Background: an optimization exercise with open tools, aiming at small area, a short achievable clock period and few clock cycles per item. Do not read the settings as production practice.
Function was checked by simulation only, so behaviour that the tests miss may differ from the original.

## try-xenon
Design cosine_distance_unit, start of the top module:
module cosine_distance_unit #(
    parameter int W     = 16,
    parameter int FRAC  = 11,
    parameter int TERMS = 4
) (
    input  logic         clk,
    input  logic         reset_n,
    input  logic         start,
    input  logic [W-1:0] x_in,
    input  logic [W-1:0] v_in,
    output logic         busy,
    output logic         done,
    output logic [W-1:0] cos_out,
    output logic [W-1:0] distance,
    output logic         sat
);
    logic s1_q, s2_q, s3_q, done_q;
    logic accept;
    logic [15:0] a_q, b_q, d_q;
    logic        xo_q, hi_q, ds_q;
    logic        sat_q;
    assign busy   = s1_q | s2_q | s3_q;
    assign accept = start & ~busy;
    logic [15:0] x2f;
    assign x2f = {a_q[15], a_q[14:0] | {15{xo_q & ~s3_q}}};
    logic [14:0] bc;
    logic        big;
    assign bc  = b_q[14:0];
    assign big = hi_q | b_q[15];
    logic [22:0] cr7, cr5, cr3, cr1, cr0, crk;
    logic [22:0] ca_s, ca_c, cb_s, cb_c, cc_s, cc_c, cd_s, cd_c;
    logic [22:0] t2_full;
    logic [11:0] term2;
    assign cr7  = {1'd0, bc, 7'd0};
    assign cr5  = {3'd0, bc, 5'd0};
    assign cr3  = {5'd0, bc, 3'd0};
    assign cr1  = {7'd0, bc, 1'd0};
    assign cr0  = {8'd0, bc};
    assign crk  = 23'd2047;
    assign ca_s = cr7 ^ cr5 ^ cr3;
    assign ca_c = {(cr7[21:0] & cr5[21:0]) | (cr7[21:0] & cr3[21:0]) | (cr5[21:0] & cr3[21:0]), 1'b0};
    assign cb_s = cr1 ^ cr0 ^ crk;
    assign cb_c = {(cr1[21:0] & cr0[21:0]) | (cr1[21:0] & crk[21:0]) | (cr0[21:0] & crk[21:0]), 1'b0};
    assign cc_s = ca_s ^ ca_c ^ cb_s;
    assign cc_c = {(ca_s[21:0] & ca_c[21:0]) | (ca_s[21:0] & cb_s[21:0]) | (ca_c[21:0] & cb_s[21:0]), 1'b0};
    assign cd_s = cc_s ^ cc_c ^ cb_c;
    assign cd_c = {(cc_s[21:0] & cc_c[21:0]) | (cc_s[21:0] & cb_c[21:0]) | (cc_c[21:0] & cb_c[21:0]), 1'b0};
    assign t2_full = cd_s + cd_c;
    assign term2   = big ? 12'd2736 : t2_full[22:11];
  ...
For scale: about 2400 cells after synthesis, about 56 flip-flops, ~70 I/O pins, about 0.016 mm² of cells after synthesis.
Settings: LEC_CHECK=0, ABC_AREA=1, CAP_MARGIN=20, CORE_MARGIN=2, CORE_UTILIZATION=70, PLACE_DENSITY=0.8, SETUP_SLACK_MARGIN=2, SLEW_MARGIN=20, TNS_END_PERCENT=5; clock period 12.0 ns.
run.sh (not shown) runs the stock make flow with config.mk's settings and CLKGATE_MAP_FILE= SYNTH_SCRIPT=/design/flow/synth_recipe.tcl, a recipe that flattens the netlist after the stock synthesis.
Testbench counts of try-xenon, summed over its fixed seeds: cycles 6,400, items 1,600.
Modified inputs, try-indigo compared to try-xenon
Settings: TNS_END_PERCENT: 5 -> unset; CORE_UTILIZATION: 70 -> 40; SETUP_SLACK_MARGIN: 2 -> unset; PLACE_DENSITY: 0.8 -> unset.
==> comparison <==
- try-indigo finished end to end and its layout was clean on timing, DRC and antenna.
- try-xenon finished every step from synthesis to the final layout, and the layout passed the timing, design-rule and antenna checks.
- What try-xenon reported for total number of placement rows has to be multiplied by 1.3 to get the figure for try-indigo.
- Compared to try-xenon, try-indigo reaches a lower achievable clock.
The following lists how try-quartz was set up differently from try-indigo:
Settings: CORE_UTILIZATION: 40 -> 70; PLACE_DENSITY: unset -> 0.8.
Delta (try-quartz minus try-indigo): global-route wire length before repair dropped about 2%, via count has increased, count of clock tree sinks barely changed.
Critical path depth on try-quartz is down relative to try-indigo.
try-quartz against try-indigo.
In try-quartz the cell area after placement turned out 2.1% lower than in try-indigo.
Maximum clock skew at final layout (lower): try-indigo


Setup of north:
Another version of the RTL of cosine_distance_unit (not shown whole).
Size in the first run: roughly 53 flip-flops.
clock: 12.0 ns
lec_check: 0
cap_margin: 20
core_margin: 2
core_utilization: 40
slew_margin: 20
north finished every step from synthesis to the final layout, and the layout passed the timing, design-rule and antenna checks.
Testbench counts of north, summed over its fixed seeds: cycles 6,400, items 1,600.
## Diff of input files: south against north
- an added ABC_AREA of 1
==> results.txt <==
south closes out successfully: all stages finished, all timing, DRC and antenna checks passed.
The I/O pin count of north and that of south are within noise of each other.
Core utilization came out higher on south than on north.
In terms of count of placed standard cells in the final layout, fillers left out, south and north differ only marginally.
Fmax: south higher than north
Against north as the reference, south delivers a lower global-route usage.
Share of the clock period used by the worst path ended up 0.52 points lower on south than on north.
Relative to north, fraction of layout cells with a size suffix above 1 has gone down in south.
Delta (south minus north): via count shows a reduction of 1521.

[static timing again, ports no longer ideal]
Ports are ideal in the flow. The routed layouts listed here were re-timed in OpenROAD. Step 1: set_driving_cell puts a clkbuf_16 on clk and a buf_2 on each other input, an assumption about the parent block. Step 2 also shifts input and output timing later by t, the mid clock arrival at the registers, as if the neighbouring blocks saw the same clock. Three values: ideal, step 1, step 2; two values: the first two.
run | t (ns) | setup WS [ns] | slew at the worst register clock pin (ns)
try-xenon | 0.332 | 2.390 / 2.390 / 2.390 | 0.08 / 0.08
try-indigo | 0.334 | 1.700 / 1.700 / 1.700 | 0.08 / 0.08
try-quartz | 0.333 | 2.200 / 2.200 / 2.200 | 0.08 / 0.08
north | 0.363 | 0.742 / 0.742 / 0.742 | 0.10 / 0.10
south | 0.332 | 0.805 / 0.805 / 0.805 | 0.08 / 0.08
After both steps setup and hold are still met in every run listed.
